Source: an optimization exercise on an open RTL-to-GDS flow (aim: small area, a short achievable clock period and few clock cycles per item). Production flows keep margins and buffers that such runs may drop.
No functional check of the RTL was part of any run shown here.
Power is estimated from default activity; no workload was simulated.

## flow/design.v (module list and top-level ports; edited modules follow where they fit)
// module mbsd_decide: 869 lines
// module moving_baseline_spike_detector: 192 lines
module moving_baseline_spike_detector #(
    parameter int WINDOW     = 8,
    parameter int DAY_LENGTH = 1440
) (
    input  logic                             i_clk,
    input  logic                             i_rst_n,
    input  logic                             i_valid,
    output logic                             o_ready,
    input  logic [mbsd_pkg::COUNT_W-1:0]     i_error_count,
    input  logic                             i_start_of_day,
    output logic                             o_valid,
    input  logic                             i_ready,
    output logic                             o_decision_valid,
    output logic                             o_anomaly,
    output logic [mbsd_pkg::MINUTE_W-1:0]    o_minute_index,
    output logic [mbsd_pkg::BASE_W-1:0]      o_baseline_sum,
    output logic [mbsd_pkg::TOTAL_W-1:0]     o_anomaly_total,
    input  logic                             i_cfg_valid,
    output logic                             o_cfg_ready,
    input  logic [mbsd_pkg::CFG_IDX_W-1:0]   i_cfg_index,
    input  logic [mbsd_pkg::CFG_W-1:0]       i_cfg_data
);
  // ...
==> flow/run.sh <==
#!/bin/bash
# synth_recipe.tcl (not shown) runs the flow's synth.tcl, then flattens the netlist and writes it again
# the make line also repeats each setting of config.mk as NAME=value (left out here)
make -C /OpenROAD-flow-scripts/flow DESIGN_CONFIG=/design/flow/config.mk WORK_HOME=/design/flow/orfs CLKGATE_MAP_FILE= SYNTH_SCRIPT=/design/flow/synth_recipe.tcl finish
==> flow/config.mk <==
export PLATFORM = sky130hd
export DESIGN_NAME = moving_baseline_spike_detector
export DESIGN_NICKNAME = moving_baseline_spike_detector
export VERILOG_FILES = /design/flow/design.v
export SDC_FILE = /design/flow/constraint.sdc
export NUM_CORES = 4
export LEC_CHECK = 0
export ABC_CLOCK_PERIOD_IN_PS = 3000
export CAP_MARGIN = 20
export CORE_MARGIN = 2
export CORE_UTILIZATION = 40
export SETUP_SLACK_MARGIN = 5
export SLEW_MARGIN = 20
==> flow/constraint.sdc <==
create_clock -name core_clock -period 10.0 [get_ports {i_clk}]
set_input_delay 2.0000 -clock core_clock [delete_from_list [all_inputs] [get_ports {i_clk}]]
set_output_delay 2.0000 -clock core_clock [all_outputs]
set_load 0.01 [all_outputs]
==> results.txt, run 1 <==
- Leak: between 10 and 15 nW
- Hold Crit Depth: 0
- Most frequent cells in the layout: 348 x nand2_1, 325 x edfxtp_1, 296 x a21oi_1, 271 x o21ai_0, 222 x inv_1
- Power per cell area: about 170 mW/mm2
- IO Pins: 86
- Post_cts resized: 0
- CTS Buffer Depth: 3
- Largest Pwr Group: sequential cells
- Setup_tns: 0 ns
- Worst setup SP type: primary input
- Placed cells: 3,579
- Status: finished clean
- Mean Syn Cell Area: between 9 and 10 um2
- Antenna Nets Post-Route: 0
- Clk tree area frac: around 5.0%
- Buffer type at the clock tree root: clkbuf_16
- Busiest grt layer: met2
- CP required: ~11 ns
- Fmax: around 210 MHz
- Final Power: ~5.1 mW
- GRT overflow: 0
- Hold Path Class: reg2reg
- Via count: between 20,000 and 25,000
- Register area share after synthesis: a little over two fifths
- Gpl congestion: about 0.86
- Nonclk inv count: 240
- Max_slew headroom: between 20 and 25%
- Crit-path max FO: 87
- RSZ-0062 raised after global routing: no
- Wire per inst: between 20 and 25 um
==> run 2: changes to the inputs <==
==> flow/design.v (replaced) <==
package mbsd_pkg;
    localparam int COUNT_W  = 16;
    localparam int MINUTE_W = 11;
    localparam int BASE_W   = 19;
    localparam int TOTAL_W  = 11;
    localparam int CFG_W    = 16;
    localparam logic [TOTAL_W-1:0] TOTAL_MAX = {TOTAL_W{1'b1}};
    localparam int CFG_IDX_W = 2;
    localparam logic [CFG_IDX_W-1:0] CFG_MIN_THRESHOLD = 2'd0;
    localparam logic [CFG_IDX_W-1:0] CFG_SPIKE_MULT    = 2'd1;
    localparam logic [CFG_W-1:0] MIN_THRESHOLD_RST = 16'd5;
    localparam logic [CFG_W-1:0] SPIKE_MULT_RST    = 16'd768;
    typedef struct packed {
        logic [CFG_W-1:0] min_threshold;
        logic [CFG_W-1:0] spike_multiplier;
    } t_cfg;
endpackage
module mbsd_decide (
    input  logic [18:0] s,
    input  logic [15:0] m,
    input  logic [15:0] c,
    output logic [35:0] r0,
    output logic [35:0] r1
);
    logic one0, two0, neg0;
    logic [19:0] pp0;
    logic one1, two1, neg1;
    logic [19:0] pp1;
    logic one2, two2, neg2;
    logic [19:0] pp2;
    logic one3, two3, neg3;
    logic [19:0] pp3;
    logic one4, two4, neg4;
    logic [19:0] pp4;
    logic one5, two5, neg5;
    logic [19:0] pp5;
    logic one6, two6, neg6;
    logic [19:0] pp6;
    logic one7, two7, neg7;
    logic [19:0] pp7;
    logic t1;
    logic t2;
    logic t3;
    logic t4;
    logic t5;
    logic t6;
    logic t7;
    logic t8;
    logic t9;
    logic t10;
    logic t11;
    logic t12;
    logic t13;
    logic t14;
    logic t15;
    logic t16;
    logic t17;
    logic t18;
    logic t19;
    logic t20;
    logic t21;
    logic t22;
    logic t23;
    logic t24;
    logic t25;
    logic t26;
    logic t27;
    logic t28;
    logic t29;
    logic t30;
    logic t31;
    logic t32;
    logic t33;
    logic t34;
    logic t35;
    logic t36;
    logic t37;
    logic t38;
    logic t39;
    logic t40;
    logic t41;
    logic t42;
    logic t43;
    logic t44;
    logic t45;
    logic t46;
    logic t47;
    logic t48;
    logic t49;
    logic t50;
    logic t51;
    logic t52;
    logic t53;
    logic t54;
    logic t55;
    logic t56;
    logic t57;
    logic t58;
    logic t59;
    logic t60;
    logic t61;
    logic t62;
    logic t63;
    logic t64;
    logic t65;
    logic t66;
    logic t67;
    logic t68;
    logic t69;
    logic t70;
    logic t71;
    logic t72;
    logic t73;
    logic t74;
    logic t75;
    logic t76;
    logic t77;
    logic t78;
    logic t79;
    logic t80;
    logic t81;
    logic t82;
    logic t83;
    logic t84;
    logic t85;
    logic t86;
    logic t87;
    logic t88;
    logic t89;
    logic t90;
    logic t91;
    logic t92;
    logic t93;
    logic t94;
    logic t95;
    logic t96;
    logic t97;
    logic t98;
    logic t99;
    logic t100;
    logic t101;
    logic t102;
    logic t103;
    logic t104;
    logic t105;
    logic t106;
    logic t107;
    logic t108;
    logic t109;
    logic t110;
    logic t111;
    logic t112;
    logic t113;
    logic t114;
    logic t115;
    logic t116;
    logic t117;
    logic t118;
    logic t119;
    logic t120;
    logic t121;
    logic t122;
    logic t123;
    logic t124;
    logic t125;
    logic t126;
    logic t127;
    logic t128;
    logic t129;
    logic t130;
    logic t131;
    logic t132;
    logic t133;
    logic t134;
    logic t135;
    logic t136;
    logic t137;
    logic t138;
    logic t139;
    logic t140;
    logic t141;
    logic t142;
    logic t143;
    logic t144;
    logic t145;
    logic t146;
    logic t147;
    logic t148;
    logic t149;
    logic t150;
    logic t151;
    logic t152;
    logic t153;
    logic t154;
    logic t155;
    logic t156;
    logic t157;
    logic t158;
    logic t159;
    logic t160;
    logic t161;
    logic t162;
    logic t163;
    logic t164;
    logic t165;
    logic t166;
    logic t167;
    logic t168;
    logic t169;
    logic t170;
    logic t171;
    logic t172;
    logic t173;
    logic t174;
    logic t175;
    logic t176;
    logic t177;
    logic t178;
    logic t179;
    logic t180;
    logic t181;
    logic t182;
    logic t183;
    logic t184;
    logic t185;
    logic t186;
    logic t187;
    logic t188;
    logic t189;
    logic t190;
    logic t191;
    logic t192;
    logic t193;
    logic t194;
    logic t195;
    logic t196;
    logic t197;
    logic t198;
    logic t199;
    logic t200;
    logic t201;
    logic t202;
    logic t203;
    logic t204;
    logic t205;
    logic t206;
    logic t207;
    logic t208;
    logic t209;
    logic t210;
    logic t211;
    logic t212;
    logic t213;
    logic t214;
    logic t215;
    logic t216;
    logic t217;
    logic t218;
    logic t219;
    logic t220;
    logic t221;
    logic t222;
    logic t223;
    logic t224;
    logic t225;
    logic t226;
    logic t227;
    logic t228;
    logic t229;
    logic t230;
    logic t231;
    logic t232;
    logic t233;
    logic t234;
    logic t235;
    logic t236;
    logic t237;
    logic t238;
    logic t239;
    logic t240;
    logic t241;
    logic t242;
    logic t243;
    logic t244;
    logic t245;
    logic t246;
    logic t247;
    logic t248;
    logic t249;
    logic t250;
    logic t251;
    logic t252;
    logic t253;
    logic t254;
    logic t255;
    logic t256;
    logic t257;
    logic t258;
    logic t259;
    logic t260;
    logic t261;
    logic t262;
    logic t263;
    logic t264;
    logic t265;
    logic t266;
    logic t267;
    logic t268;
    logic t269;
    logic t270;
    logic t271;
    logic t272;
    logic t273;
    logic t274;
    logic t275;
    logic t276;
    logic t277;
    logic t278;
    logic t279;
    logic t280;
    logic t281;
    logic t282;
    logic t283;
    logic t284;
    logic t285;
    logic t286;
    logic t287;
    logic t288;
    logic t289;
    logic t290;
    logic t291;
    logic t292;
    logic t293;
    logic t294;
    logic t295;
    logic t296;
    assign one0 = m[0] ^ 1'b0;
    assign two0 = (m[1] & ~m[0] & ~1'b0) | (~m[1] & m[0] & 1'b0);
    assign neg0 = m[1];
    assign pp0[0] = ((one0 & s[0]) | (two0 & 1'b0)) ^ neg0;
    assign pp0[1] = ((one0 & s[1]) | (two0 & s[0])) ^ neg0;
    assign pp0[2] = ((one0 & s[2]) | (two0 & s[1])) ^ neg0;
    assign pp0[3] = ((one0 & s[3]) | (two0 & s[2])) ^ neg0;
    assign pp0[4] = ((one0 & s[4]) | (two0 & s[3])) ^ neg0;
    assign pp0[5] = ((one0 & s[5]) | (two0 & s[4])) ^ neg0;
    assign pp0[6] = ((one0 & s[6]) | (two0 & s[5])) ^ neg0;
    assign pp0[7] = ((one0 & s[7]) | (two0 & s[6])) ^ neg0;
    assign pp0[8] = ((one0 & s[8]) | (two0 & s[7])) ^ neg0;
    assign pp0[9] = ((one0 & s[9]) | (two0 & s[8])) ^ neg0;
    assign pp0[10] = ((one0 & s[10]) | (two0 & s[9])) ^ neg0;
    assign pp0[11] = ((one0 & s[11]) | (two0 & s[10])) ^ neg0;
    assign pp0[12] = ((one0 & s[12]) | (two0 & s[11])) ^ neg0;
    assign pp0[13] = ((one0 & s[13]) | (two0 & s[12])) ^ neg0;
    assign pp0[14] = ((one0 & s[14]) | (two0 & s[13])) ^ neg0;
    assign pp0[15] = ((one0 & s[15]) | (two0 & s[14])) ^ neg0;
    assign pp0[16] = ((one0 & s[16]) | (two0 & s[15])) ^ neg0;
    assign pp0[17] = ((one0 & s[17]) | (two0 & s[16])) ^ neg0;
    assign pp0[18] = ((one0 & s[18]) | (two0 & s[17])) ^ neg0;
    assign pp0[19] = ((one0 & 1'b0) | (two0 & s[18])) ^ neg0;
    assign one1 = m[2] ^ m[1];
    assign two1 = (m[3] & ~m[2] & ~m[1]) | (~m[3] & m[2] & m[1]);
    assign neg1 = m[3];
    assign pp1[0] = ((one1 & s[0]) | (two1 & 1'b0)) ^ neg1;
    assign pp1[1] = ((one1 & s[1]) | (two1 & s[0])) ^ neg1;
    assign pp1[2] = ((one1 & s[2]) | (two1 & s[1])) ^ neg1;
    assign pp1[3] = ((one1 & s[3]) | (two1 & s[2])) ^ neg1;
    assign pp1[4] = ((one1 & s[4]) | (two1 & s[3])) ^ neg1;
    assign pp1[5] = ((one1 & s[5]) | (two1 & s[4])) ^ neg1;
    assign pp1[6] = ((one1 & s[6]) | (two1 & s[5])) ^ neg1;
    assign pp1[7] = ((one1 & s[7]) | (two1 & s[6])) ^ neg1;
    assign pp1[8] = ((one1 & s[8]) | (two1 & s[7])) ^ neg1;
    assign pp1[9] = ((one1 & s[9]) | (two1 & s[8])) ^ neg1;
    assign pp1[10] = ((one1 & s[10]) | (two1 & s[9])) ^ neg1;
    assign pp1[11] = ((one1 & s[11]) | (two1 & s[10])) ^ neg1;
    assign pp1[12] = ((one1 & s[12]) | (two1 & s[11])) ^ neg1;
    assign pp1[13] = ((one1 & s[13]) | (two1 & s[12])) ^ neg1;
    assign pp1[14] = ((one1 & s[14]) | (two1 & s[13])) ^ neg1;
    assign pp1[15] = ((one1 & s[15]) | (two1 & s[14])) ^ neg1;
    assign pp1[16] = ((one1 & s[16]) | (two1 & s[15])) ^ neg1;
    assign pp1[17] = ((one1 & s[17]) | (two1 & s[16])) ^ neg1;
    assign pp1[18] = ((one1 & s[18]) | (two1 & s[17])) ^ neg1;
    assign pp1[19] = ((one1 & 1'b0) | (two1 & s[18])) ^ neg1;
    assign one2 = m[4] ^ m[3];
    assign two2 = (m[5] & ~m[4] & ~m[3]) | (~m[5] & m[4] & m[3]);
    assign neg2 = m[5];
    assign pp2[0] = ((one2 & s[0]) | (two2 & 1'b0)) ^ neg2;
    assign pp2[1] = ((one2 & s[1]) | (two2 & s[0])) ^ neg2;
    assign pp2[2] = ((one2 & s[2]) | (two2 & s[1])) ^ neg2;
    assign pp2[3] = ((one2 & s[3]) | (two2 & s[2])) ^ neg2;
    assign pp2[4] = ((one2 & s[4]) | (two2 & s[3])) ^ neg2;
    assign pp2[5] = ((one2 & s[5]) | (two2 & s[4])) ^ neg2;
    assign pp2[6] = ((one2 & s[6]) | (two2 & s[5])) ^ neg2;
    assign pp2[7] = ((one2 & s[7]) | (two2 & s[6])) ^ neg2;
    assign pp2[8] = ((one2 & s[8]) | (two2 & s[7])) ^ neg2;
    assign pp2[9] = ((one2 & s[9]) | (two2 & s[8])) ^ neg2;
    assign pp2[10] = ((one2 & s[10]) | (two2 & s[9])) ^ neg2;
    assign pp2[11] = ((one2 & s[11]) | (two2 & s[10])) ^ neg2;
    assign pp2[12] = ((one2 & s[12]) | (two2 & s[11])) ^ neg2;
    assign pp2[13] = ((one2 & s[13]) | (two2 & s[12])) ^ neg2;
    assign pp2[14] = ((one2 & s[14]) | (two2 & s[13])) ^ neg2;
    assign pp2[15] = ((one2 & s[15]) | (two2 & s[14])) ^ neg2;
    assign pp2[16] = ((one2 & s[16]) | (two2 & s[15])) ^ neg2;
    assign pp2[17] = ((one2 & s[17]) | (two2 & s[16])) ^ neg2;
    assign pp2[18] = ((one2 & s[18]) | (two2 & s[17])) ^ neg2;
    assign pp2[19] = ((one2 & 1'b0) | (two2 & s[18])) ^ neg2;
    assign one3 = m[6] ^ m[5];
    assign two3 = (m[7] & ~m[6] & ~m[5]) | (~m[7] & m[6] & m[5]);
    assign neg3 = m[7];
    assign pp3[0] = ((one3 & s[0]) | (two3 & 1'b0)) ^ neg3;
    assign pp3[1] = ((one3 & s[1]) | (two3 & s[0])) ^ neg3;
    assign pp3[2] = ((one3 & s[2]) | (two3 & s[1])) ^ neg3;
    assign pp3[3] = ((one3 & s[3]) | (two3 & s[2])) ^ neg3;
    assign pp3[4] = ((one3 & s[4]) | (two3 & s[3])) ^ neg3;
    assign pp3[5] = ((one3 & s[5]) | (two3 & s[4])) ^ neg3;
    assign pp3[6] = ((one3 & s[6]) | (two3 & s[5])) ^ neg3;
    assign pp3[7] = ((one3 & s[7]) | (two3 & s[6])) ^ neg3;
    assign pp3[8] = ((one3 & s[8]) | (two3 & s[7])) ^ neg3;
    assign pp3[9] = ((one3 & s[9]) | (two3 & s[8])) ^ neg3;
    assign pp3[10] = ((one3 & s[10]) | (two3 & s[9])) ^ neg3;
    assign pp3[11] = ((one3 & s[11]) | (two3 & s[10])) ^ neg3;
    assign pp3[12] = ((one3 & s[12]) | (two3 & s[11])) ^ neg3;
    assign pp3[13] = ((one3 & s[13]) | (two3 & s[12])) ^ neg3;
    assign pp3[14] = ((one3 & s[14]) | (two3 & s[13])) ^ neg3;
    assign pp3[15] = ((one3 & s[15]) | (two3 & s[14])) ^ neg3;
    assign pp3[16] = ((one3 & s[16]) | (two3 & s[15])) ^ neg3;
    assign pp3[17] = ((one3 & s[17]) | (two3 & s[16])) ^ neg3;
    assign pp3[18] = ((one3 & s[18]) | (two3 & s[17])) ^ neg3;
    assign pp3[19] = ((one3 & 1'b0) | (two3 & s[18])) ^ neg3;
    assign one4 = m[8] ^ m[7];
    assign two4 = (m[9] & ~m[8] & ~m[7]) | (~m[9] & m[8] & m[7]);
    assign neg4 = m[9];
    assign pp4[0] = ((one4 & s[0]) | (two4 & 1'b0)) ^ neg4;
    assign pp4[1] = ((one4 & s[1]) | (two4 & s[0])) ^ neg4;
    assign pp4[2] = ((one4 & s[2]) | (two4 & s[1])) ^ neg4;
    assign pp4[3] = ((one4 & s[3]) | (two4 & s[2])) ^ neg4;
    assign pp4[4] = ((one4 & s[4]) | (two4 & s[3])) ^ neg4;
    assign pp4[5] = ((one4 & s[5]) | (two4 & s[4])) ^ neg4;
    assign pp4[6] = ((one4 & s[6]) | (two4 & s[5])) ^ neg4;
    assign pp4[7] = ((one4 & s[7]) | (two4 & s[6])) ^ neg4;
    assign pp4[8] = ((one4 & s[8]) | (two4 & s[7])) ^ neg4;
    assign pp4[9] = ((one4 & s[9]) | (two4 & s[8])) ^ neg4;
    assign pp4[10] = ((one4 & s[10]) | (two4 & s[9])) ^ neg4;
    assign pp4[11] = ((one4 & s[11]) | (two4 & s[10])) ^ neg4;
    assign pp4[12] = ((one4 & s[12]) | (two4 & s[11])) ^ neg4;
    assign pp4[13] = ((one4 & s[13]) | (two4 & s[12])) ^ neg4;
    assign pp4[14] = ((one4 & s[14]) | (two4 & s[13])) ^ neg4;
    assign pp4[15] = ((one4 & s[15]) | (two4 & s[14])) ^ neg4;
    assign pp4[16] = ((one4 & s[16]) | (two4 & s[15])) ^ neg4;
    assign pp4[17] = ((one4 & s[17]) | (two4 & s[16])) ^ neg4;
    assign pp4[18] = ((one4 & s[18]) | (two4 & s[17])) ^ neg4;
    assign pp4[19] = ((one4 & 1'b0) | (two4 & s[18])) ^ neg4;
    assign one5 = m[10] ^ m[9];
    assign two5 = (m[11] & ~m[10] & ~m[9]) | (~m[11] & m[10] & m[9]);
    assign neg5 = m[11];
    assign pp5[0] = ((one5 & s[0]) | (two5 & 1'b0)) ^ neg5;
    assign pp5[1] = ((one5 & s[1]) | (two5 & s[0])) ^ neg5;
    assign pp5[2] = ((one5 & s[2]) | (two5 & s[1])) ^ neg5;
    assign pp5[3] = ((one5 & s[3]) | (two5 & s[2])) ^ neg5;
    assign pp5[4] = ((one5 & s[4]) | (two5 & s[3])) ^ neg5;
    assign pp5[5] = ((one5 & s[5]) | (two5 & s[4])) ^ neg5;
    assign pp5[6] = ((one5 & s[6]) | (two5 & s[5])) ^ neg5;
    assign pp5[7] = ((one5 & s[7]) | (two5 & s[6])) ^ neg5;
    assign pp5[8] = ((one5 & s[8]) | (two5 & s[7])) ^ neg5;
    assign pp5[9] = ((one5 & s[9]) | (two5 & s[8])) ^ neg5;
    assign pp5[10] = ((one5 & s[10]) | (two5 & s[9])) ^ neg5;
    assign pp5[11] = ((one5 & s[11]) | (two5 & s[10])) ^ neg5;
    assign pp5[12] = ((one5 & s[12]) | (two5 & s[11])) ^ neg5;
    assign pp5[13] = ((one5 & s[13]) | (two5 & s[12])) ^ neg5;
    assign pp5[14] = ((one5 & s[14]) | (two5 & s[13])) ^ neg5;
    assign pp5[15] = ((one5 & s[15]) | (two5 & s[14])) ^ neg5;
    assign pp5[16] = ((one5 & s[16]) | (two5 & s[15])) ^ neg5;
    assign pp5[17] = ((one5 & s[17]) | (two5 & s[16])) ^ neg5;
    assign pp5[18] = ((one5 & s[18]) | (two5 & s[17])) ^ neg5;
    assign pp5[19] = ((one5 & 1'b0) | (two5 & s[18])) ^ neg5;
    assign one6 = m[12] ^ m[11];
    assign two6 = (m[13] & ~m[12] & ~m[11]) | (~m[13] & m[12] & m[11]);
    assign neg6 = m[13];
    assign pp6[0] = ((one6 & s[0]) | (two6 & 1'b0)) ^ neg6;
    assign pp6[1] = ((one6 & s[1]) | (two6 & s[0])) ^ neg6;
    assign pp6[2] = ((one6 & s[2]) | (two6 & s[1])) ^ neg6;
    assign pp6[3] = ((one6 & s[3]) | (two6 & s[2])) ^ neg6;
    assign pp6[4] = ((one6 & s[4]) | (two6 & s[3])) ^ neg6;
    assign pp6[5] = ((one6 & s[5]) | (two6 & s[4])) ^ neg6;
    assign pp6[6] = ((one6 & s[6]) | (two6 & s[5])) ^ neg6;
    assign pp6[7] = ((one6 & s[7]) | (two6 & s[6])) ^ neg6;
    assign pp6[8] = ((one6 & s[8]) | (two6 & s[7])) ^ neg6;
    assign pp6[9] = ((one6 & s[9]) | (two6 & s[8])) ^ neg6;
    assign pp6[10] = ((one6 & s[10]) | (two6 & s[9])) ^ neg6;
    assign pp6[11] = ((one6 & s[11]) | (two6 & s[10])) ^ neg6;
    assign pp6[12] = ((one6 & s[12]) | (two6 & s[11])) ^ neg6;
    assign pp6[13] = ((one6 & s[13]) | (two6 & s[12])) ^ neg6;
    assign pp6[14] = ((one6 & s[14]) | (two6 & s[13])) ^ neg6;
    assign pp6[15] = ((one6 & s[15]) | (two6 & s[14])) ^ neg6;
    assign pp6[16] = ((one6 & s[16]) | (two6 & s[15])) ^ neg6;
    assign pp6[17] = ((one6 & s[17]) | (two6 & s[16])) ^ neg6;
    assign pp6[18] = ((one6 & s[18]) | (two6 & s[17])) ^ neg6;
    assign pp6[19] = ((one6 & 1'b0) | (two6 & s[18])) ^ neg6;
    assign one7 = m[14] ^ m[13];
    assign two7 = (m[15] & ~m[14] & ~m[13]) | (~m[15] & m[14] & m[13]);
    assign neg7 = m[15];
    assign pp7[0] = ((one7 & s[0]) | (two7 & 1'b0)) ^ neg7;
    assign pp7[1] = ((one7 & s[1]) | (two7 & s[0])) ^ neg7;
    assign pp7[2] = ((one7 & s[2]) | (two7 & s[1])) ^ neg7;
    assign pp7[3] = ((one7 & s[3]) | (two7 & s[2])) ^ neg7;
    assign pp7[4] = ((one7 & s[4]) | (two7 & s[3])) ^ neg7;
    assign pp7[5] = ((one7 & s[5]) | (two7 & s[4])) ^ neg7;
    assign pp7[6] = ((one7 & s[6]) | (two7 & s[5])) ^ neg7;
    assign pp7[7] = ((one7 & s[7]) | (two7 & s[6])) ^ neg7;
    assign pp7[8] = ((one7 & s[8]) | (two7 & s[7])) ^ neg7;
    assign pp7[9] = ((one7 & s[9]) | (two7 & s[8])) ^ neg7;
    assign pp7[10] = ((one7 & s[10]) | (two7 & s[9])) ^ neg7;
    assign pp7[11] = ((one7 & s[11]) | (two7 & s[10])) ^ neg7;
    assign pp7[12] = ((one7 & s[12]) | (two7 & s[11])) ^ neg7;
    assign pp7[13] = ((one7 & s[13]) | (two7 & s[12])) ^ neg7;
    assign pp7[14] = ((one7 & s[14]) | (two7 & s[13])) ^ neg7;
    assign pp7[15] = ((one7 & s[15]) | (two7 & s[14])) ^ neg7;
    assign pp7[16] = ((one7 & s[16]) | (two7 & s[15])) ^ neg7;
    assign pp7[17] = ((one7 & s[17]) | (two7 & s[16])) ^ neg7;
    assign pp7[18] = ((one7 & s[18]) | (two7 & s[17])) ^ neg7;
    assign pp7[19] = ((one7 & 1'b0) | (two7 & s[18])) ^ neg7;
    assign t1 = pp0[10] ^ pp1[8];
    assign t2 = pp0[10] & pp1[8];
    assign t3 = pp0[11] ^ pp1[9] ^ pp2[7];
    assign t4 = (pp0[11] & pp1[9]) | (pp0[11] & pp2[7]) | (pp1[9] & pp2[7]);
    assign t5 = pp3[5] ^ pp4[3];
    assign t6 = pp3[5] & pp4[3];
    assign t7 = pp0[12] ^ pp1[10] ^ pp2[8];
    assign t8 = (pp0[12] & pp1[10]) | (pp0[12] & pp2[8]) | (pp1[10] & pp2[8]);
    assign t9 = pp3[6] ^ pp4[4] ^ pp5[2];
    assign t10 = (pp3[6] & pp4[4]) | (pp3[6] & pp5[2]) | (pp4[4] & pp5[2]);
    assign t11 = pp6[0] ^ neg6;
    assign t12 = pp6[0] & neg6;
    assign t13 = pp0[13] ^ pp1[11] ^ pp2[9];
    assign t14 = (pp0[13] & pp1[11]) | (pp0[13] & pp2[9]) | (pp1[11] & pp2[9]);
    assign t15 = pp3[7] ^ pp4[5] ^ pp5[3];
    assign t16 = (pp3[7] & pp4[5]) | (pp3[7] & pp5[3]) | (pp4[5] & pp5[3]);
    assign t17 = pp6[1] ^ ~c[2];
    assign t18 = pp6[1] & ~c[2];
    assign t19 = pp0[14] ^ pp1[12] ^ pp2[10];
    assign t20 = (pp0[14] & pp1[12]) | (pp0[14] & pp2[10]) | (pp1[12] & pp2[10]);
    assign t21 = pp3[8] ^ pp4[6] ^ pp5[4];
    assign t22 = (pp3[8] & pp4[6]) | (pp3[8] & pp5[4]) | (pp4[6] & pp5[4]);
    assign t23 = pp6[2] ^ pp7[0] ^ ~c[3];
    assign t24 = (pp6[2] & pp7[0]) | (pp6[2] & ~c[3]) | (pp7[0] & ~c[3]);
    assign t25 = pp0[15] ^ pp1[13] ^ pp2[11];
    assign t26 = (pp0[15] & pp1[13]) | (pp0[15] & pp2[11]) | (pp1[13] & pp2[11]);
    assign t27 = pp3[9] ^ pp4[7] ^ pp5[5];
    assign t28 = (pp3[9] & pp4[7]) | (pp3[9] & pp5[5]) | (pp4[7] & pp5[5]);
    assign t29 = pp6[3] ^ pp7[1] ^ ~c[4];
    assign t30 = (pp6[3] & pp7[1]) | (pp6[3] & ~c[4]) | (pp7[1] & ~c[4]);
    assign t31 = pp0[16] ^ pp1[14] ^ pp2[12];
    assign t32 = (pp0[16] & pp1[14]) | (pp0[16] & pp2[12]) | (pp1[14] & pp2[12]);
    assign t33 = pp3[10] ^ pp4[8] ^ pp5[6];
    assign t34 = (pp3[10] & pp4[8]) | (pp3[10] & pp5[6]) | (pp4[8] & pp5[6]);
    assign t35 = pp6[4] ^ pp7[2] ^ ~c[5];
    assign t36 = (pp6[4] & pp7[2]) | (pp6[4] & ~c[5]) | (pp7[2] & ~c[5]);
    assign t37 = pp0[17] ^ pp1[15] ^ pp2[13];
    assign t38 = (pp0[17] & pp1[15]) | (pp0[17] & pp2[13]) | (pp1[15] & pp2[13]);
    assign t39 = pp3[11] ^ pp4[9] ^ pp5[7];
    assign t40 = (pp3[11] & pp4[9]) | (pp3[11] & pp5[7]) | (pp4[9] & pp5[7]);
    assign t41 = pp6[5] ^ pp7[3] ^ ~c[6];
    assign t42 = (pp6[5] & pp7[3]) | (pp6[5] & ~c[6]) | (pp7[3] & ~c[6]);
    assign t43 = pp0[18] ^ pp1[16] ^ pp2[14];
    assign t44 = (pp0[18] & pp1[16]) | (pp0[18] & pp2[14]) | (pp1[16] & pp2[14]);
    assign t45 = pp3[12] ^ pp4[10] ^ pp5[8];
    assign t46 = (pp3[12] & pp4[10]) | (pp3[12] & pp5[8]) | (pp4[10] & pp5[8]);
    assign t47 = pp6[6] ^ pp7[4] ^ ~c[7];
    assign t48 = (pp6[6] & pp7[4]) | (pp6[6] & ~c[7]) | (pp7[4] & ~c[7]);
    assign t49 = pp0[19] ^ pp1[17] ^ pp2[15];
    assign t50 = (pp0[19] & pp1[17]) | (pp0[19] & pp2[15]) | (pp1[17] & pp2[15]);
    assign t51 = pp3[13] ^ pp4[11] ^ pp5[9];
    assign t52 = (pp3[13] & pp4[11]) | (pp3[13] & pp5[9]) | (pp4[11] & pp5[9]);
    assign t53 = pp6[7] ^ pp7[5] ^ ~c[8];
    assign t54 = (pp6[7] & pp7[5]) | (pp6[7] & ~c[8]) | (pp7[5] & ~c[8]);
    assign t55 = neg0 ^ pp1[18] ^ pp2[16];
    assign t56 = (neg0 & pp1[18]) | (neg0 & pp2[16]) | (pp1[18] & pp2[16]);
    assign t57 = pp3[14] ^ pp4[12] ^ pp5[10];
    assign t58 = (pp3[14] & pp4[12]) | (pp3[14] & pp5[10]) | (pp4[12] & pp5[10]);
    assign t59 = pp6[8] ^ pp7[6] ^ ~c[9];
    assign t60 = (pp6[8] & pp7[6]) | (pp6[8] & ~c[9]) | (pp7[6] & ~c[9]);
    assign t61 = neg0 ^ pp1[19] ^ pp2[17];
    assign t62 = (neg0 & pp1[19]) | (neg0 & pp2[17]) | (pp1[19] & pp2[17]);
    assign t63 = pp3[15] ^ pp4[13] ^ pp5[11];
    assign t64 = (pp3[15] & pp4[13]) | (pp3[15] & pp5[11]) | (pp4[13] & pp5[11]);
    assign t65 = pp6[9] ^ pp7[7] ^ ~c[10];
    assign t66 = (pp6[9] & pp7[7]) | (pp6[9] & ~c[10]) | (pp7[7] & ~c[10]);
    assign t67 = ~neg0 ^ ~neg1 ^ pp2[18];
    assign t68 = (~neg0 & ~neg1) | (~neg0 & pp2[18]) | (~neg1 & pp2[18]);
    assign t69 = pp3[16] ^ pp4[14] ^ pp5[12];
    assign t70 = (pp3[16] & pp4[14]) | (pp3[16] & pp5[12]) | (pp4[14] & pp5[12]);
    assign t71 = pp6[10] ^ pp7[8] ^ ~c[11];
    assign t72 = (pp6[10] & pp7[8]) | (pp6[10] & ~c[11]) | (pp7[8] & ~c[11]);
    assign t73 = pp2[19] ^ pp3[17] ^ pp4[15];
    assign t74 = (pp2[19] & pp3[17]) | (pp2[19] & pp4[15]) | (pp3[17] & pp4[15]);
    assign t75 = pp5[13] ^ pp6[11] ^ pp7[9];
    assign t76 = (pp5[13] & pp6[11]) | (pp5[13] & pp7[9]) | (pp6[11] & pp7[9]);
    assign t77 = ~c[12] ^ 1'b1;
    assign t78 = ~c[12] & 1'b1;
    assign t79 = ~neg2 ^ pp3[18] ^ pp4[16];
    assign t80 = (~neg2 & pp3[18]) | (~neg2 & pp4[16]) | (pp3[18] & pp4[16]);
    assign t81 = pp5[14] ^ pp6[12] ^ pp7[10];
    assign t82 = (pp5[14] & pp6[12]) | (pp5[14] & pp7[10]) | (pp6[12] & pp7[10]);
    assign t83 = pp3[19] ^ pp4[17] ^ pp5[15];
    assign t84 = (pp3[19] & pp4[17]) | (pp3[19] & pp5[15]) | (pp4[17] & pp5[15]);
    assign t85 = pp6[13] ^ pp7[11];
    assign t86 = pp6[13] & pp7[11];
    assign t87 = ~neg3 ^ pp4[18] ^ pp5[16];
    assign t88 = (~neg3 & pp4[18]) | (~neg3 & pp5[16]) | (pp4[18] & pp5[16]);
    assign t89 = pp0[6] ^ pp1[4];
    assign t90 = pp0[6] & pp1[4];
    assign t91 = pp0[7] ^ pp1[5];
    assign t92 = pp0[7] & pp1[5];
    assign t93 = pp0[8] ^ pp1[6] ^ pp2[4];
    assign t94 = (pp0[8] & pp1[6]) | (pp0[8] & pp2[4]) | (pp1[6] & pp2[4]);
    assign t95 = pp3[2] ^ pp4[0];
    assign t96 = pp3[2] & pp4[0];
    assign t97 = pp0[9] ^ pp1[7] ^ pp2[5];
    assign t98 = (pp0[9] & pp1[7]) | (pp0[9] & pp2[5]) | (pp1[7] & pp2[5]);
    assign t99 = pp3[3] ^ pp4[1];
    assign t100 = pp3[3] & pp4[1];
    assign t101 = t1 ^ pp2[6] ^ pp3[4];
    assign t102 = (t1 & pp2[6]) | (t1 & pp3[4]) | (pp2[6] & pp3[4]);
    assign t103 = pp4[2] ^ pp5[0] ^ neg5;
    assign t104 = (pp4[2] & pp5[0]) | (pp4[2] & neg5) | (pp5[0] & neg5);
    assign t105 = t2 ^ t3 ^ t5;
    assign t106 = (t2 & t3) | (t2 & t5) | (t3 & t5);
    assign t107 = pp5[1] ^ ~c[0] ^ 1'b1;
    assign t108 = (pp5[1] & ~c[0]) | (pp5[1] & 1'b1) | (~c[0] & 1'b1);
    assign t109 = t4 ^ t6 ^ t7;
    assign t110 = (t4 & t6) | (t4 & t7) | (t6 & t7);
    assign t111 = t9 ^ t11 ^ ~c[1];
    assign t112 = (t9 & t11) | (t9 & ~c[1]) | (t11 & ~c[1]);
    assign t113 = t8 ^ t10 ^ t12;
    assign t114 = (t8 & t10) | (t8 & t12) | (t10 & t12);
    assign t115 = t13 ^ t15 ^ t17;
    assign t116 = (t13 & t15) | (t13 & t17) | (t15 & t17);
    assign t117 = t14 ^ t16 ^ t18;
    assign t118 = (t14 & t16) | (t14 & t18) | (t16 & t18);
    assign t119 = t19 ^ t21 ^ t23;
    assign t120 = (t19 & t21) | (t19 & t23) | (t21 & t23);
    assign t121 = t20 ^ t22 ^ t24;
    assign t122 = (t20 & t22) | (t20 & t24) | (t22 & t24);
    assign t123 = t25 ^ t27 ^ t29;
    assign t124 = (t25 & t27) | (t25 & t29) | (t27 & t29);
    assign t125 = t26 ^ t28 ^ t30;
    assign t126 = (t26 & t28) | (t26 & t30) | (t28 & t30);
    assign t127 = t31 ^ t33 ^ t35;
    assign t128 = (t31 & t33) | (t31 & t35) | (t33 & t35);
    assign t129 = t32 ^ t34 ^ t36;
    assign t130 = (t32 & t34) | (t32 & t36) | (t34 & t36);
    assign t131 = t37 ^ t39 ^ t41;
    assign t132 = (t37 & t39) | (t37 & t41) | (t39 & t41);
    assign t133 = t38 ^ t40 ^ t42;
    assign t134 = (t38 & t40) | (t38 & t42) | (t40 & t42);
    assign t135 = t43 ^ t45 ^ t47;
    assign t136 = (t43 & t45) | (t43 & t47) | (t45 & t47);
    assign t137 = t44 ^ t46 ^ t48;
    assign t138 = (t44 & t46) | (t44 & t48) | (t46 & t48);
    assign t139 = t49 ^ t51 ^ t53;
    assign t140 = (t49 & t51) | (t49 & t53) | (t51 & t53);
    assign t141 = t50 ^ t52 ^ t54;
    assign t142 = (t50 & t52) | (t50 & t54) | (t52 & t54);
    assign t143 = t55 ^ t57 ^ t59;
    assign t144 = (t55 & t57) | (t55 & t59) | (t57 & t59);
    assign t145 = t56 ^ t58 ^ t60;
    assign t146 = (t56 & t58) | (t56 & t60) | (t58 & t60);
    assign t147 = t61 ^ t63 ^ t65;
    assign t148 = (t61 & t63) | (t61 & t65) | (t63 & t65);
    assign t149 = t62 ^ t64 ^ t66;
    assign t150 = (t62 & t64) | (t62 & t66) | (t64 & t66);
    assign t151 = t67 ^ t69 ^ t71;
    assign t152 = (t67 & t69) | (t67 & t71) | (t69 & t71);
    assign t153 = t68 ^ t70 ^ t72;
    assign t154 = (t68 & t70) | (t68 & t72) | (t70 & t72);
    assign t155 = t73 ^ t75 ^ t77;
    assign t156 = (t73 & t75) | (t73 & t77) | (t75 & t77);
    assign t157 = t74 ^ t76 ^ t78;
    assign t158 = (t74 & t76) | (t74 & t78) | (t76 & t78);
    assign t159 = t79 ^ t81 ^ ~c[13];
    assign t160 = (t79 & t81) | (t79 & ~c[13]) | (t81 & ~c[13]);
    assign t161 = t80 ^ t82 ^ t83;
    assign t162 = (t80 & t82) | (t80 & t83) | (t82 & t83);
    assign t163 = t85 ^ ~c[14] ^ 1'b1;
    assign t164 = (t85 & ~c[14]) | (t85 & 1'b1) | (~c[14] & 1'b1);
    assign t165 = t84 ^ t86 ^ t87;
    assign t166 = (t84 & t86) | (t84 & t87) | (t86 & t87);
    assign t167 = pp6[14] ^ pp7[12] ^ ~c[15];
    assign t168 = (pp6[14] & pp7[12]) | (pp6[14] & ~c[15]) | (pp7[12] & ~c[15]);
    assign t169 = t88 ^ pp4[19] ^ pp5[17];
    assign t170 = (t88 & pp4[19]) | (t88 & pp5[17]) | (pp4[19] & pp5[17]);
    assign t171 = pp6[15] ^ pp7[13];
    assign t172 = pp6[15] & pp7[13];
    assign t173 = ~neg4 ^ pp5[18] ^ pp6[16];
    assign t174 = (~neg4 & pp5[18]) | (~neg4 & pp6[16]) | (pp5[18] & pp6[16]);
    assign t175 = pp5[19] ^ pp6[17];
    assign t176 = pp5[19] & pp6[17];
    assign t177 = pp0[4] ^ pp1[2];
    assign t178 = pp0[4] & pp1[2];
    assign t179 = pp0[5] ^ pp1[3];
    assign t180 = pp0[5] & pp1[3];
    assign t181 = t89 ^ pp2[2] ^ pp3[0];
    assign t182 = (t89 & pp2[2]) | (t89 & pp3[0]) | (pp2[2] & pp3[0]);
    assign t183 = t90 ^ t91 ^ pp2[3];
    assign t184 = (t90 & t91) | (t90 & pp2[3]) | (t91 & pp2[3]);
    assign t185 = t92 ^ t93 ^ t95;
    assign t186 = (t92 & t93) | (t92 & t95) | (t93 & t95);
    assign t187 = t94 ^ t96 ^ t97;
    assign t188 = (t94 & t96) | (t94 & t97) | (t96 & t97);
    assign t189 = t98 ^ t100 ^ t101;
    assign t190 = (t98 & t100) | (t98 & t101) | (t100 & t101);
    assign t191 = t102 ^ t104 ^ t105;
    assign t192 = (t102 & t104) | (t102 & t105) | (t104 & t105);
    assign t193 = t106 ^ t108 ^ t109;
    assign t194 = (t106 & t108) | (t106 & t109) | (t108 & t109);
    assign t195 = t110 ^ t112 ^ t113;
    assign t196 = (t110 & t112) | (t110 & t113) | (t112 & t113);
    assign t197 = t114 ^ t116 ^ t117;
    assign t198 = (t114 & t116) | (t114 & t117) | (t116 & t117);
    assign t199 = t118 ^ t120 ^ t121;
    assign t200 = (t118 & t120) | (t118 & t121) | (t120 & t121);
    assign t201 = t122 ^ t124 ^ t125;
    assign t202 = (t122 & t124) | (t122 & t125) | (t124 & t125);
    assign t203 = t126 ^ t128 ^ t129;
    assign t204 = (t126 & t128) | (t126 & t129) | (t128 & t129);
    assign t205 = t130 ^ t132 ^ t133;
    assign t206 = (t130 & t132) | (t130 & t133) | (t132 & t133);
    assign t207 = t134 ^ t136 ^ t137;
    assign t208 = (t134 & t136) | (t134 & t137) | (t136 & t137);
    assign t209 = t138 ^ t140 ^ t141;
    assign t210 = (t138 & t140) | (t138 & t141) | (t140 & t141);
    assign t211 = t142 ^ t144 ^ t145;
    assign t212 = (t142 & t144) | (t142 & t145) | (t144 & t145);
    assign t213 = t146 ^ t148 ^ t149;
    assign t214 = (t146 & t148) | (t146 & t149) | (t148 & t149);
    assign t215 = t150 ^ t152 ^ t153;
    assign t216 = (t150 & t152) | (t150 & t153) | (t152 & t153);
    assign t217 = t154 ^ t156 ^ t157;
    assign t218 = (t154 & t156) | (t154 & t157) | (t156 & t157);
    assign t219 = t158 ^ t160 ^ t161;
    assign t220 = (t158 & t160) | (t158 & t161) | (t160 & t161);
    assign t221 = t162 ^ t164 ^ t165;
    assign t222 = (t162 & t164) | (t162 & t165) | (t164 & t165);
    assign t223 = t166 ^ t168 ^ t169;
    assign t224 = (t166 & t168) | (t166 & t169) | (t168 & t169);
    assign t225 = t170 ^ t172 ^ t173;
    assign t226 = (t170 & t172) | (t170 & t173) | (t172 & t173);
    assign t227 = t174 ^ t175 ^ pp7[15];
    assign t228 = (t174 & t175) | (t174 & pp7[15]) | (t175 & pp7[15]);
    assign t229 = t176 ^ ~neg5 ^ pp6[18];
    assign t230 = (t176 & ~neg5) | (t176 & pp6[18]) | (~neg5 & pp6[18]);
    assign t231 = pp6[19] ^ pp7[17];
    assign t232 = pp6[19] & pp7[17];
    assign t233 = pp0[2] ^ pp1[0];
    assign t234 = pp0[2] & pp1[0];
    assign t235 = pp0[3] ^ pp1[1];
    assign t236 = pp0[3] & pp1[1];
    assign t237 = t177 ^ pp2[0] ^ neg2;
    assign t238 = (t177 & pp2[0]) | (t177 & neg2) | (pp2[0] & neg2);
    assign t239 = t178 ^ t179 ^ pp2[1];
    assign t240 = (t178 & t179) | (t178 & pp2[1]) | (t179 & pp2[1]);
    assign t241 = t180 ^ t181 ^ neg3;
    assign t242 = (t180 & t181) | (t180 & neg3) | (t181 & neg3);
    assign t243 = t182 ^ t183 ^ pp3[1];
    assign t244 = (t182 & t183) | (t182 & pp3[1]) | (t183 & pp3[1]);
    assign t245 = t184 ^ t185 ^ neg4;
    assign t246 = (t184 & t185) | (t184 & neg4) | (t185 & neg4);
    assign t247 = t186 ^ t187 ^ t99;
    assign t248 = (t186 & t187) | (t186 & t99) | (t187 & t99);
    assign t249 = t188 ^ t189 ^ t103;
    assign t250 = (t188 & t189) | (t188 & t103) | (t189 & t103);
    assign t251 = t190 ^ t191 ^ t107;
    assign t252 = (t190 & t191) | (t190 & t107) | (t191 & t107);
    assign t253 = t192 ^ t193 ^ t111;
    assign t254 = (t192 & t193) | (t192 & t111) | (t193 & t111);
    assign t255 = t194 ^ t195 ^ t115;
    assign t256 = (t194 & t195) | (t194 & t115) | (t195 & t115);
    assign t257 = t196 ^ t197 ^ t119;
    assign t258 = (t196 & t197) | (t196 & t119) | (t197 & t119);
    assign t259 = t198 ^ t199 ^ t123;
    assign t260 = (t198 & t199) | (t198 & t123) | (t199 & t123);
    assign t261 = t200 ^ t201 ^ t127;
    assign t262 = (t200 & t201) | (t200 & t127) | (t201 & t127);
    assign t263 = t202 ^ t203 ^ t131;
    assign t264 = (t202 & t203) | (t202 & t131) | (t203 & t131);
    assign t265 = t204 ^ t205 ^ t135;
    assign t266 = (t204 & t205) | (t204 & t135) | (t205 & t135);
    assign t267 = t206 ^ t207 ^ t139;
    assign t268 = (t206 & t207) | (t206 & t139) | (t207 & t139);
    assign t269 = t208 ^ t209 ^ t143;
    assign t270 = (t208 & t209) | (t208 & t143) | (t209 & t143);
    assign t271 = t210 ^ t211 ^ t147;
    assign t272 = (t210 & t211) | (t210 & t147) | (t211 & t147);
    assign t273 = t212 ^ t213 ^ t151;
    assign t274 = (t212 & t213) | (t212 & t151) | (t213 & t151);
    assign t275 = t214 ^ t215 ^ t155;
    assign t276 = (t214 & t215) | (t214 & t155) | (t215 & t155);
    assign t277 = t216 ^ t217 ^ t159;
    assign t278 = (t216 & t217) | (t216 & t159) | (t217 & t159);
    assign t279 = t218 ^ t219 ^ t163;
    assign t280 = (t218 & t219) | (t218 & t163) | (t219 & t163);
    assign t281 = t220 ^ t221 ^ t167;
    assign t282 = (t220 & t221) | (t220 & t167) | (t221 & t167);
    assign t283 = t222 ^ t223 ^ t171;
    assign t284 = (t222 & t223) | (t222 & t171) | (t223 & t171);
    assign t285 = t224 ^ t225 ^ pp7[14];
    assign t286 = (t224 & t225) | (t224 & pp7[14]) | (t225 & pp7[14]);
    assign t287 = t226 ^ t227 ^ 1'b1;
    assign t288 = (t226 & t227) | (t226 & 1'b1) | (t227 & 1'b1);
    assign t289 = t228 ^ t229 ^ pp7[16];
    assign t290 = (t228 & t229) | (t228 & pp7[16]) | (t229 & pp7[16]);
    assign t291 = t230 ^ t231 ^ 1'b1;
    assign t292 = (t230 & t231) | (t230 & 1'b1) | (t231 & 1'b1);
    assign t293 = t232 ^ ~neg6 ^ pp7[18];
    assign t294 = (t232 & ~neg6) | (t232 & pp7[18]) | (~neg6 & pp7[18]);
    assign t295 = pp7[19] ^ 1'b1;
    assign t296 = pp7[19] & 1'b1;
    assign r0[0] = pp0[0];
    assign r0[1] = pp0[1];
    assign r0[2] = t233;
    assign r0[3] = t234;
    assign r0[4] = t236;
    assign r0[5] = t238;
    assign r0[6] = t240;
    assign r0[7] = t242;
    assign r0[8] = t244;
    assign r0[9] = t246;
    assign r0[10] = t248;
    assign r0[11] = t250;
    assign r0[12] = t252;
    assign r0[13] = t254;
    assign r0[14] = t256;
    assign r0[15] = t258;
    assign r0[16] = t260;
    assign r0[17] = t262;
    assign r0[18] = t264;
    assign r0[19] = t266;
    assign r0[20] = t268;
    assign r0[21] = t270;
    assign r0[22] = t272;
    assign r0[23] = t274;
    assign r0[24] = t276;
    assign r0[25] = t278;
    assign r0[26] = t280;
    assign r0[27] = t282;
    assign r0[28] = t284;
    assign r0[29] = t286;
    assign r0[30] = t288;
    assign r0[31] = t290;
    assign r0[32] = t292;
    assign r0[33] = t294;
    assign r0[34] = t296;
    assign r0[35] = 1'b1;
    assign r1[0] = neg0;
    assign r1[1] = 1'b0;
    assign r1[2] = neg1;
    assign r1[3] = t235;
    assign r1[4] = t237;
    assign r1[5] = t239;
    assign r1[6] = t241;
    assign r1[7] = t243;
    assign r1[8] = t245;
    assign r1[9] = t247;
    assign r1[10] = t249;
    assign r1[11] = t251;
    assign r1[12] = t253;
    assign r1[13] = t255;
    assign r1[14] = t257;
    assign r1[15] = t259;
    assign r1[16] = t261;
    assign r1[17] = t263;
    assign r1[18] = t265;
    assign r1[19] = t267;
    assign r1[20] = t269;
    assign r1[21] = t271;
    assign r1[22] = t273;
    assign r1[23] = t275;
    assign r1[24] = t277;
    assign r1[25] = t279;
    assign r1[26] = t281;
    assign r1[27] = t283;
    assign r1[28] = t285;
    assign r1[29] = t287;
    assign r1[30] = t289;
    assign r1[31] = t291;
    assign r1[32] = t293;
    assign r1[33] = t295;
    assign r1[34] = ~neg7;
    assign r1[35] = 1'b0;
endmodule
module moving_baseline_spike_detector #(
    parameter int WINDOW     = 8,
    parameter int DAY_LENGTH = 1440
) (
    input  logic                             i_clk,
    input  logic                             i_rst_n,
    input  logic                             i_valid,
    output logic                             o_ready,
    input  logic [mbsd_pkg::COUNT_W-1:0]     i_error_count,
    input  logic                             i_start_of_day,
    output logic                             o_valid,
    input  logic                             i_ready,
    output logic                             o_decision_valid,
    output logic                             o_anomaly,
    output logic [mbsd_pkg::MINUTE_W-1:0]    o_minute_index,
    output logic [mbsd_pkg::BASE_W-1:0]      o_baseline_sum,
    output logic [mbsd_pkg::TOTAL_W-1:0]     o_anomaly_total,
    input  logic                             i_cfg_valid,
    output logic                             o_cfg_ready,
    input  logic [mbsd_pkg::CFG_IDX_W-1:0]   i_cfg_index,
    input  logic [mbsd_pkg::CFG_W-1:0]       i_cfg_data
);
    localparam int COUNT_W = mbsd_pkg::COUNT_W;
    localparam int TOTAL_W = mbsd_pkg::TOTAL_W;
    localparam int SUM_W   = 19;
    localparam int MC_W    = 11;
    logic [15:0] r_thr;
    logic [15:0] r_mult;
    logic               r_sk_valid;
    logic [COUNT_W-1:0] r_sk_count;
    logic               r_sk_sod;
    logic               r_in_valid;
    logic [COUNT_W-1:0] r_in_count;
    logic               r_in_sod;
    logic [COUNT_W-1:0] r_hist [WINDOW];
    logic [SUM_W-1:0]   r_sum;
    logic [MC_W-1:0]    r_minute;
    logic               r_full;
    logic               r_in_day;
    logic               r_dc_valid;
    logic               r_dc_sod;
    logic               r_dc_above;
    logic               r_dc_dvalid;
    logic [35:0]        r_dc_r0;
    logic [35:0]        r_dc_r1;
    logic [SUM_W-1:0]   r_dc_sum;
    logic [MC_W-1:0]    r_dc_minute;
    logic               r_out_valid;
    logic               r_out_dvalid;
    logic               r_out_anomaly;
    logic [MC_W-1:0]    r_out_minute;
    logic [SUM_W-1:0]   r_out_base;
    logic [TOTAL_W-1:0] r_out_total;
    logic               w_adv;
    logic               w_accept;
    logic               w_load;
    logic               w_nx_valid;
    logic [COUNT_W-1:0] w_nx_count;
    logic               w_nx_sod;
    logic               w_clear;
    logic               w_step;
    logic [COUNT_W-1:0] w_oldest;
    logic [35:0]        w_r0;
    logic [35:0]        w_r1;
    logic [35:0]        w_q;
    logic [35:0]        w_cs_s;
    logic [35:0]        w_cs_c;
    logic [35:0]        w_cs_maj;
    logic [35:0]        w_z;
    logic [SUM_W-1:0]   w_sum_b;
    logic [SUM_W-1:0]   w_sum_c;
    logic [SUM_W-1:0]   w_sum_maj;
    logic [SUM_W-1:0]   w_sum_cs_s;
    logic [SUM_W-1:0]   w_sum_cs_c;
    logic [SUM_W-1:0]   w_sum_next;
    logic               w_dvalid;
    logic               w_flag;
    logic [TOTAL_W-1:0] w_tprev;
    logic [TOTAL_W-1:0] w_total;
    assign w_adv       = !r_out_valid || i_ready;
    assign o_ready     = !r_sk_valid;
    assign w_accept    = i_valid && !r_sk_valid;
    assign o_cfg_ready = 1'b1;
    always_ff @(posedge i_clk) begin
        if (!i_rst_n) begin
            r_thr  <= mbsd_pkg::MIN_THRESHOLD_RST;
            r_mult <= mbsd_pkg::SPIKE_MULT_RST;
        end else if (i_cfg_valid) begin
            if (i_cfg_index == mbsd_pkg::CFG_MIN_THRESHOLD) r_thr  <= i_cfg_data;
            if (i_cfg_index == mbsd_pkg::CFG_SPIKE_MULT)    r_mult <= i_cfg_data;
        end
    end
    always_ff @(posedge i_clk) begin
        if (!i_rst_n) begin
            r_sk_valid <= 1'b0;
        end else if (w_adv) begin
            r_sk_valid <= 1'b0;
        end else if (w_accept && r_in_valid) begin
            r_sk_valid <= 1'b1;
        end
    end
    always_ff @(posedge i_clk) begin
        if (w_accept) begin
            r_sk_count <= i_error_count;
            r_sk_sod   <= i_start_of_day;
        end
    end
    assign w_load     = w_adv || !r_in_valid;
    assign w_nx_valid = r_sk_valid || w_accept;
    assign w_nx_count = r_sk_valid ? r_sk_count : i_error_count;
    assign w_nx_sod   = r_sk_valid ? r_sk_sod : i_start_of_day;
    always_ff @(posedge i_clk) begin
        if (!i_rst_n) begin
            r_in_valid <= 1'b0;
        end else if (w_load) begin
            r_in_valid <= w_nx_valid;
        end
    end
    always_ff @(posedge i_clk) begin
        if (w_load) begin
            r_in_count <= w_nx_count;
            r_in_sod   <= w_nx_sod;
        end
    end
    assign w_clear  = w_load && w_nx_valid && w_nx_sod;
    assign w_step   = w_adv && r_in_valid;
    assign w_oldest = r_full ? r_hist[WINDOW-1] : '0;
    assign w_sum_b    = SUM_W'(r_in_count);
    assign w_sum_c    = ~(SUM_W'(w_oldest));
    assign w_sum_cs_s = r_sum ^ w_sum_b ^ w_sum_c;
    assign w_sum_maj  = (r_sum & w_sum_b) | (r_sum & w_sum_c) | (w_sum_b & w_sum_c);
    assign w_sum_cs_c = {w_sum_maj[SUM_W-2:0], 1'b0};
    mbsd_add #(.W(SUM_W)) u_sum_add (
        .a   (w_sum_cs_s),
        .b   (w_sum_cs_c),
        .cin (1'b1),
        .s   (w_sum_next)
    );
    always_ff @(posedge i_clk) begin
        if (!i_rst_n || w_clear) begin
            r_sum    <= '0;
            r_minute <= '0;
            r_full   <= 1'b0;
            r_in_day <= 1'b1;
        end else if (w_step && r_in_day) begin
            r_sum    <= w_sum_next;
            r_minute <= r_minute + MC_W'(1);
            r_full   <= r_full || (r_minute == MC_W'(WINDOW - 1));
            r_in_day <= r_minute != MC_W'(DAY_LENGTH - 1);
        end
    end
    always_ff @(posedge i_clk) begin
        if (w_step && r_in_day) begin
            r_hist[0] <= r_in_count;
            for (int i = 1; i < WINDOW; i++) begin
                r_hist[i] <= r_hist[i-1];
            end
        end
    end
    mbsd_decide u_decide (
        .s  (r_sum),
        .m  (r_mult),
        .c  (r_in_count),
        .r0 (w_r0),
        .r1 (w_r1)
    );
    always_ff @(posedge i_clk) begin
        if (!i_rst_n) begin
            r_dc_valid <= 1'b0;
        end else if (w_adv) begin
            r_dc_valid <= r_in_valid;
        end
    end
    always_ff @(posedge i_clk) begin
        if (w_adv) begin
            r_dc_sod    <= r_in_sod;
            r_dc_above  <= r_in_count >= r_thr;
            r_dc_dvalid <= r_full && r_in_day;
            r_dc_r0     <= w_r0;
            r_dc_r1     <= w_r1;
            r_dc_sum    <= r_sum;
            r_dc_minute <= r_minute;
        end
    end
    assign w_q    = r_mult[15] ? ((36'(r_dc_sum) << 16) | 36'(1 << 14)) : '0;
    assign w_cs_s = r_dc_r0 ^ r_dc_r1 ^ w_q;
    assign w_cs_maj = (r_dc_r0 & r_dc_r1) | (r_dc_r0 & w_q) | (r_dc_r1 & w_q);
    assign w_cs_c   = {w_cs_maj[34:0], 1'b0};
    mbsd_add #(.W(36)) u_cmp_add (
        .a   (w_cs_s),
        .b   (w_cs_c),
        .cin (1'b0),
        .s   (w_z)
    );
    assign w_dvalid = r_dc_dvalid;
    assign w_flag   = w_dvalid && r_dc_above && ((r_dc_sum == '0) || w_z[35]);
    assign w_tprev  = r_dc_sod ? '0 : r_out_total;
    assign w_total  = (w_flag && (w_tprev != mbsd_pkg::TOTAL_MAX)) ? w_tprev + TOTAL_W'(1) : w_tprev;
    always_ff @(posedge i_clk) begin
        if (!i_rst_n) begin
            r_out_valid <= 1'b0;
            r_out_total <= '0;
        end else if (w_adv) begin
            r_out_valid <= r_dc_valid;
            if (r_dc_valid) begin
                r_out_total <= w_total;
            end
        end
    end
    always_ff @(posedge i_clk) begin
        if (w_adv) begin
            r_out_dvalid  <= w_dvalid;
            r_out_anomaly <= w_flag;
            r_out_minute  <= r_dc_minute;
            r_out_base    <= r_dc_sum;
        end
    end
    assign o_valid          = r_out_valid;
    assign o_decision_valid = r_out_dvalid;
    assign o_anomaly        = r_out_anomaly;
    assign o_minute_index   = r_out_minute;
    assign o_baseline_sum   = r_out_base;
    assign o_anomaly_total  = r_out_total;
endmodule
module mbsd_add #(
    parameter int W = 19
) (
    input  logic [W-1:0] a,
    input  logic [W-1:0] b,
    input  logic         cin,
    output logic [W-1:0] s
);
    localparam int L = $clog2(W + 1);
    logic [W:0] g [L+1];
    logic [W:0] p [L+1];
    assign g[0][0] = cin;
    assign p[0][0] = 1'b0;
    assign g[0][W:1] = a & b;
    assign p[0][W:1] = a ^ b;
    for (genvar l = 0; l < L; l++) begin : g_level
        for (genvar i = 0; i <= W; i++) begin : g_bit
            if (((i >> l) & 1) == 1) begin : g_merge
                localparam int J = ((i >> l) << l) - 1;
                assign g[l+1][i] = g[l][i] | (p[l][i] & g[l][J]);
                assign p[l+1][i] = p[l][i] & p[l][J];
            end else begin : g_pass
                assign g[l+1][i] = g[l][i];
                assign p[l+1][i] = p[l][i];
            end
        end
    end
    assign s = p[0][W:1] ^ g[L][W-1:0];
endmodule
==> flow/flow/run.sh (new file) <==
#!/bin/bash
# Standard ORFS layout (the standard.sh), with a larger setup-slack margin for
# timing repair so that repair keeps improving paths below the clock period.
set -euo pipefail
MARGIN=$(cat flow/margin.txt)
sed -e "s/SETUP_SLACK_MARGIN=[0-9.]*/SETUP_SLACK_MARGIN=${MARGIN}/" standard.sh > standard_margin.sh
grep -q "SETUP_SLACK_MARGIN=${MARGIN}" standard_margin.sh
bash standard_margin.sh > make_flow.log 2>&1
==> flow/flow/margin.txt (new file) <==
6.8
==> flow/standard.sh (new file) <==
#!/bin/bash
# synth_recipe.tcl (not shown) runs the flow's synth.tcl, then flattens the netlist and writes it again
# the make line also repeats each setting of config.mk as NAME=value (left out here)
make -C /OpenROAD-flow-scripts/flow DESIGN_CONFIG=/design/flow/config.mk WORK_HOME=/design/flow/orfs CLKGATE_MAP_FILE= SYNTH_SCRIPT=/design/flow/synth_recipe.tcl "${@:-finish}"
==> flow/config.mk (replaced) <==
export PLATFORM = sky130hd
export DESIGN_NAME = moving_baseline_spike_detector
export DESIGN_NICKNAME = moving_baseline_spike_detector
export VERILOG_FILES = /design/flow/design.v
export SDC_FILE = /design/flow/constraint.sdc
export NUM_CORES = 4
export LEC_CHECK = 0
export ABC_AREA = 1
export CAP_MARGIN = 20
export CORE_MARGIN = 2
export CORE_UTILIZATION = 40
export SETUP_SLACK_MARGIN = 5
export SLEW_MARGIN = 20
removed: flow/run.sh
==> results.txt, run 2 <==
- Status: finished clean
- Pre-CTS setup slack: 5.03 ns
- FILL cells: 4,652
- Area growth syn-to-layout: 27.1%
- Syn_nets: 2,317
- Initial antenna violation count: 2
- Mean Syn Cell Area: 10.9 um2 (+16%)
- Worst skew pair latency: about 0.59 ns
- Period minus WS final: around 3.5 ns
- Final Power: 5.32 mW (+5.2%)
- CTS buffer count: 42
- Vias in the first global route: 15,400
- Largest Register: r_hist
- Synth cell types: between 50 and 60
- Hold Path Class: reg2reg
- Largest net degree at the start of global routing: 80
- Yosys Warn Count: 8
- 1st-iter DRT viols: 1,436
- Most frequent cell after synthesis: inv_1
- Buffer type at the clock tree root: clkbuf_16
- Critical-path top delay cell: fa_2
- Max capacitance violation total: 0
- First-pass GRT wire length: about 89,000 um
- Setup violations, final: 0
- Internal power: around 3.6 mW
- Synth top area share: ~40%
- Leading area contributor after synthesis: edfxtp_1
- GRT Overall Usage: between 20% and 30%
- IO Pins: 86 (unchanged)
- Hold Crit Depth: 0 (unchanged)
- Fin crit share: between 30% and 40%
- Logic pwr share: 32.1%
- Clk slew on worst S/H paths: approximately 0.060 ns
- Register area share after synthesis: 47.7% (+5.3 points)
- Fmax: 284 MHz (+33%)
- Site Rows: between 80 and 90
- Die area: ~0.057 mm2
- NetSw: between 1.5 and 2 mW
- Post-Route WL: roughly 59,000 um
- Worst setup SP type: register
- Wire per inst: 19.8 um (-2.5%)
- CP endpoint kind: register
- Sequential share of power: between 30% and 40%
- Share of cells above drive strength 1: 27.4%
- Most frequent cells in the layout: 316 x inv_1, 296 x edfxtp_1, 233 x nand2_1, 146 x xor2_1, 124 x buf_4
- Setup_tns: 0 ns (unchanged)
- Layout Nets: around 2,500
- Flops & latches, synth: around 380
- Synthesized area: roughly 0.022 mm2
- Leak: 12.2 nW (+12%)
- Port Buffer Count: between 80 and 90
- Count of pins over their slew limit: 0
- Switch share: between 30% and 40%
- CTS tree: yes
- CTS Hold Buffers Added: 0
- Core Box Area: between 0.05 and 0.06 mm2
- Via count: 15,500 (-26%)
- CP required: 10.30 ns (-0.20 ns)
- Leading cell type in the layout, fill and taps excluded: inv_1
- # clock sinks: ~380
- Initial Utilization: between 40% and 50%
- Most used cell, CP: fa_2
- Max reg flops: roughly 130
- CP Cell Sequence: buf_6, nor2_4, nand2_2, o21ai_4, buf_12, inv_12, o22ai_2, xor2_1, fa_2, inv_1, fa_2, fa_1, inv_1, fa_2
- Die width: around 240 um
- Synth cell count leaders: 345 x inv_1, 296 x edfxtp_1, 261 x nand2_1
- Post-synth EDFFs: about 300
- CTS Buffer Depth: 3 (unchanged)
- RSZ-0062 raised after global routing: yes
- Vias per Instance: between 5 and 6
- Synth area leaders: edfxtp_1 40%, fa_1 15%, dfxtp_1 7.2%, xor2_1 6.4%, inv_1 5.9%
- Final Hold Viols: 0
- Pre-antenna DRT Iters: 6
- CP peak stage delay: 0.53 ns
- GRT overflow: 0 (unchanged)
- Clock share of power: a little under a third
- Final setup margin: ~6.5 ns
- Hold Slack: 0.414 ns
- Main synth FF type: edfxtp_1
- Gpl congestion: 0.871 (+1.1%)
- Antenna Nets Post-Route: 0 (unchanged)
- Syn Inst Count: 2,015
- Type of the worst setup path: reg2reg
- Hpwl dp: 36,900 um
- Worst r2r path cells: 14
- Peak VDD IR: about 0.11 mV
- Worst Max-Slew Pin Slew: between 0.7 and 0.8 ns
- Post-synth ARST share: 0%
- H-tree Lvls: 2
- Power per cell area: 191 mW/mm2 (+11%)
- Die H: between 200 and 250 um
- Crit-path max FO: 5 (-94%)
- Max_slew headroom: 48.2% (+23 points)
- Worst EP arrival: around 3.8 ns
- Top flop regs: r_hist: 128 flops, r_dc_r0: 35 flops, r_dc_r1: 34 flops
- Worst clock skew: between 0.03 and 0.04 ns
- Drt drc: 0
[run 2: changes by cell type after synthesis, sizes merged, moves of 83 or more]
cell    previous run  this run
a21oi            296        83
o21ai            276        64
clkbuf           193        49
inv              224       368
xor2              17       161
nand3            121        26
nand2            354       268
nor2             172        87
maj3              83         0
[run 2: logic make-up after synthesis]
logic type | count (synthesis) | synth area share (%)
DFF | 375 | 47.7
and+or+nand+nor | 424 | 8.45
xor gates and xnor gates | 174 | 6.94
buffers and inverters | 467 | 8.15
other | 1 | 0.0171
AOI/OAI and AO/OA | 312 | 8.32
adders and majority gates | 262 | 20.5
[run 2: path summary, 6_finish.rpt]
path / from / to / slack [ns]
setup / recovery: r_mult[9] / r_dc_r1[15] / 6.48
hold / removal: r_hist[5][12] / r_hist[6][12] / 0.41
setup reg to reg: r_mult[9] / r_dc_r1[15] / 6.48
hold reg to reg: r_hist[5][12] / r_hist[6][12] / 0.41
[run 2: stage by stage]
step,utilization [%],area [um2],std cells
4_1_cts,49.9,26900,2913
2_1_floorplan,-,22600,2015
3_5_place_dp,44.2,23900,2726
5_1_grt,51.7,27900,2968
3_3_place_gp,44.2,23900,2726
6_report,51.7,27900,2969
[run 2: final cells by class]
type / count / area (um2) / share of cell area, %
well taps: 696 / 871 / 3.12
repair inverters: 10 / 80.1 / 0.287
inverters: 388 / 1660 / 5.96
clock inverters: 25 / 338 / 1.21
clock buffers: 51 / 1100 / 3.96
multi-input cells: 1174 / 11000 / 39.4
flip-flops and latches: 375 / 10500 / 37.8
repair buffers: 249 / 2310 / 8.27
diodes: 1 / 2.50 / 0.00897
[run 2: power groups by stage]
stage	logic, mW	clock network [mW]	registers, mW
after floorplan	0.998	0	2.02
after global placement	1.33	0	2.05
after detailed placement	1.39	0	2.05
after CTS	1.53	1.64	2.01
after global routing	1.94	1.70	2.03
final	1.71	1.60	2.01
[run 2: metal layers]
layer	vias to the layer above	track usage (%)	routed length [um]
met2	680	31.9	26500
li1	7091	-	-
met3	190	5.47	5160
met5	-	0	11
met4	2	9.05	2590
met1	7528	27.3	24400
[run 2: critical path, delay by kind of cell (launching register included)]
kind                     cells  cell delay, ns
AO/OA/AOI/OAI                2            0.22
XOR/XNOR                     1            0.11
AND/OR/NAND/NOR              2            0.23
adder cells (fa/ha/maj)      4            1.86
flip-flops                   1            0.34
buffers and inverters        5            0.50
[run 2: what timing repair did]
action | in CTS | in global routing
gates cloned | 13 | 1
gates resized for setup | 385 | 113
pin swaps | 42 | 54
endpoints found under the setup margin | 364 | 78
setup buffers | 98 | 54

afterwards: timing with drivers on the ports:
The results above use ideal ports. As a check the final layouts listed here were re-extracted and re-timed, cells and wires unchanged.
Step 1 (the two cells are an assumption about what drives the block):
set clk [get_ports {i_clk}]
set_driving_cell -lib_cell sky130_fd_sc_hd__clkbuf_16 $clk
set_driving_cell -lib_cell sky130_fd_sc_hd__buf_2 [delete_from_list [all_inputs] $clk]
Step 2 times the ports against the registers' clock, not the clock port: input delays grow and output delays shrink by t, the midpoint of the rising clock arrivals with the driver on.
Slacks: no drivers / after step 1 / after step 2; pairs: no drivers / after step 1.
| run | t, ns | setup slack, ns | worst setup path at the end |
|---|---|---|---|
| run 1 | 0.641 | 5.309 / 5.344 / 4.703 | input to register |
| run 2 | 0.634 | 6.483 / 6.483 / 6.275 | input to register |
After both steps every run listed still meets setup and hold. The setup slack of run 1, which loses most, moves by +0.035 ns with the drivers and by -0.606 ns with both steps.
